Background: an optimization exercise with open tools, aiming at small area, a short achievable clock period and few clock cycles per item. Do not read the settings as production practice. RTL that was checked went through simulation tests only; none was proved equivalent to the original.

v16:
## rgb_to_hsv_converter_top
module rgb_to_hsv_converter_top (
  input  logic        clk,
  input  logic        rst,
  input  logic        push,
  input  logic [31:0] pixel,
  output logic        full,
  output logic        empty,
  input  logic        pop,
  output logic [39:0] hsv
);
Size: about 440 flip-flops, ~78 I/O pins, ~26,000 um^2 of cells after synthesis.
clock: 8.5 ns
lec_check: 0
cap_margin: 20
core_margin: 2
core_utilization: 40
cts_buf_list: sky130_fd_sc_hd__clkbuf_8
setup_slack_margin: 4.0
slew_margin: 20
run.sh (not shown) runs the stock make flow with config.mk's settings and CLKGATE_MAP_FILE= SYNTH_SCRIPT=/design/flow/synth_recipe.tcl, a recipe that flattens the netlist after the stock synthesis.
Testbench counts of v16, summed over its fixed seeds: cycles 8,264, items 8,192.
## Diff of input files: v21 against v16
diff --git a/flow/config.mk b/flow/config.mk
--- a/flow/config.mk
+++ b/flow/config.mk
@@ -10,4 +10,4 @@
 export CORE_UTILIZATION = 40
 export CTS_BUF_LIST = sky130_fd_sc_hd__clkbuf_8
-export SETUP_SLACK_MARGIN = 4.0
+export SETUP_SLACK_MARGIN = 4.4
 export SLEW_MARGIN = 20
## What came out
Across both runs, met2 usage in global routing was higher for v21 than for v16. Against v16, maximum frequency in v21 rose by a few percent. Against v16 as the reference, v21 delivers a lower sequential share of layout area. Worst setup slack after layout: v21 higher than v16. Growth of design area from synthesis to finish on v21 is up relative to v16.
The following lists how v14 was set up differently from v21:
diff --git a/flow/config.mk b/flow/config.mk
--- a/flow/config.mk
+++ b/flow/config.mk
@@ -8,6 +8,7 @@
 export CAP_MARGIN = 20
 export CORE_MARGIN = 2
-export CORE_UTILIZATION = 40
+export CORE_UTILIZATION = 55
 export CTS_BUF_LIST = sky130_fd_sc_hd__clkbuf_8
-export SETUP_SLACK_MARGIN = 4.4
+export PLACE_DENSITY = 0.8
+export SETUP_SLACK_MARGIN = 4.2
 export SLEW_MARGIN = 20
## What came out
Compared with v21, v14 degrades final critical-path required period. Via count of the first global-routing pass shrinks slightly when moving from v21 to v14. Higher number of nets at the end of the flow goes to v21 over v14. Measured against v14, the cell row count of v21 comes out at 1.18 times the reference value. The area of the core of v14 was superior to that of v21. Taking v21 as the reference, in v14 global-route wire length before repair -2.2%, cell area -about 3.6%, register fraction of the total cell area +1.5 points, final cell count -294. Delta(fraction of the cycle the final worst path needs, v14 - v21) > 0.
Input-level comparison between v7 and v14:
diff --git a/flow/config.mk b/flow/config.mk
--- a/flow/config.mk
+++ b/flow/config.mk
@@ -11,4 +11,4 @@
 export CTS_BUF_LIST = sky130_fd_sc_hd__clkbuf_8
 export PLACE_DENSITY = 0.8
-export SETUP_SLACK_MARGIN = 4.2
+export SETUP_SLACK_MARGIN = 3.8
 export SLEW_MARGIN = 20
Findings:
met3 global-route usage across v7 and v14: no real change. v7: area growth from synthesis to layout 5.6 points below v14. Per the comparison of v7 with v14, pre-CTS setup slack rose 0.14 ns; instance count on the critical path went down by 14; wire length now sits lower.


== run 1 ==
Another version of the RTL of rgb_to_hsv_converter_top (not shown whole).
Size: roughly 78 I/O pins, roughly 25000 um2 of cells after synthesis.
Settings: LEC_CHECK=0, CAP_MARGIN=20, CORE_MARGIN=2, CORE_UTILIZATION=55, CTS_BUF_LIST=sky130_fd_sc_hd__clkbuf_8, GPL_ROUTABILITY_DRIVEN=0, PLACE_DENSITY=0.8, SETUP_SLACK_MARGIN=4.0, SLEW_MARGIN=20; clock period 8.5 ns.
Testbench counts of run 1, summed over its fixed seeds: cycles 8,264, items 8,192.
Input changes introduced in run 2 (baseline for comparison: run 1):
Settings: a change of PLACE_DENSITY from 0.8 to 0.85; a deleted GPL_ROUTABILITY_DRIVEN that had been 0; a change of CORE_UTILIZATION from 55 to 60.
Results
Run 2 vs run 1 — met1 global-route usage rose 1.6 points. Taking run 1 as the reference, in run 2 sequential share of layout area went up 0.27 points, mean post-synth cell area roughly the same, signed area change from the synthesized netlist to the final layout saw a decrease. As far as final sequential cell count goes, run 1 and run 2 are indistinguishable; the numbers are identical. Routed length on met2 went up by a few percent going from run 1 to run 2. In run 2, the number of rows created at floorplan came out 3.9% below the value in run 1. Going from run 1 to run 2, first-pass GRT wire length decreased 2.1%, number of logic inverters in the finished layout essentially unchanged, clock network area share increased 0.24 points.


Setup of run A:
rgb_to_hsv_converter_top, a different RTL version from the one above (not shown whole).
For scale: about 2,300 cells after synthesis, roughly 430 flip-flops, about 78 I/O pins, roughly 0.026 mm2 of cells after synthesis.
export LEC_CHECK = 0
export CAP_MARGIN = 20
export CORE_MARGIN = 2
export CORE_UTILIZATION = 40
export CTS_BUF_LIST = sky130_fd_sc_hd__clkbuf_8
export SETUP_SLACK_MARGIN = 4.0
export SLEW_MARGIN = 20
create_clock -name core_clock -period 8.5 [get_ports {clk}]
Run A reached the end of the flow, and the finished layout is clean on the timing, design-rule and antenna checks.
[inputs] run B vs run A
- CORE_UTILIZATION now 60, was 40
- CTS_BUF_LIST no longer set, was sky130_fd_sc_hd__clkbuf_8
==> comparison <==
- Run B finished every step from synthesis to the final layout, and the layout passed the timing, design-rule and antenna checks.
- Normalized max-slew margin: lower on run B
- [diff] via count, run B relative to run A: improvement
- Diff run A -> run B: post-placement cell count lower.
- Run B vs run A: number of gates on the worst path with buffers counted up
- Relative to run A, run B degrades register-to-register slack.
- Global-route wire length before repair delta (run B − run A): favourable
- Per the comparison of run B with run A, non-clock buffer count moved up, number of clock buffer instances in the layout now smaller.
Relative to run B, the following input files were edited for run C:
- CORE_UTILIZATION: 60 -> 40
- Of run B and run C, run C shows the higher maximum number of pins on one net before global-route repair, with run B below it.
- Run B has a lower area growth from synthesis to final layout than run C.
- Placed cell count (run C / run B): 1.11
- Run C against run B; maximum frequency is up by a few percent.
--- input diff run C..run D ---
- CTS_BUF_LIST newly set to sky130_fd_sc_hd__clkbuf_4
- CTS_CLUSTER_SIZE newly set to 20
## What came out
- The final layout from run D, which completed every stage, passed the timing, design-rule and antenna checks at the end of the flow.
- Run C closes out successfully: all stages finished, all timing, DRC and antenna checks passed.
- Clock transition time at the flip-flop clock pins of the worst setup and hold paths: run C vs run D — no meaningful difference
- Changes observed in run D relative to run C: aggregate routed wire length neither gained nor lost much.
- Compared to run C, run D reaches a lower achievable clock.
- Going from run C to run D, layout clock buffer count saw an increase, post-CTS resize count saw a decrease.
- Run D: worst setup slack is 70 ps lower than what run C reported.
- Count of vias placed by the detailed router (higher): run D
- Comparing register-to-register setup slack for run D and run C, the bigger number came from run C.
No functional check of the RTL was part of any run of this note.

## static timing again, ports no longer ideal
The flow's constraints put no driver on any port. The routed layouts listed below were extracted and timed again, unchanged, in two steps.
Step 1 sets driving cells, clkbuf_16 on the clock port and buf_2 on the other inputs (assumed; they add their load-dependent delay and slew).
Step 2 also shifts input and output timing later by t, the mid clock arrival at the registers, as if the neighbouring blocks saw the same clock.
Slacks: no drivers / after step 1 / after step 2; pairs: no drivers / after step 1.
run	t (ns)	setup WS [ns]	pins driven straight from the clock port
v16	0.708	4.057 / 4.057 / 3.481	1
v21	0.696	4.304 / 4.304 / 3.789	1
v14	0.706	4.139 / 4.139 / 3.670	1
v7	0.697	3.890 / 3.866 / 3.335	1
run 1	0.648	4.102 / 4.080 / 3.519	1
run 2	0.662	4.124 / 4.089 / 3.699	1
run A	0.698	4.000 / 4.000 / 3.495	1
run B	0.628	3.893 / 3.893 / 3.578	1
run C	0.649	4.007 / 4.007 / 3.550	1
run D	0.898	3.936 / 3.936 / 3.283	1
After both steps every run listed still meets setup and hold. For run D, which loses most, drivers alone change the setup slack by 0.000 ns; drivers and shift together by -0.653 ns.
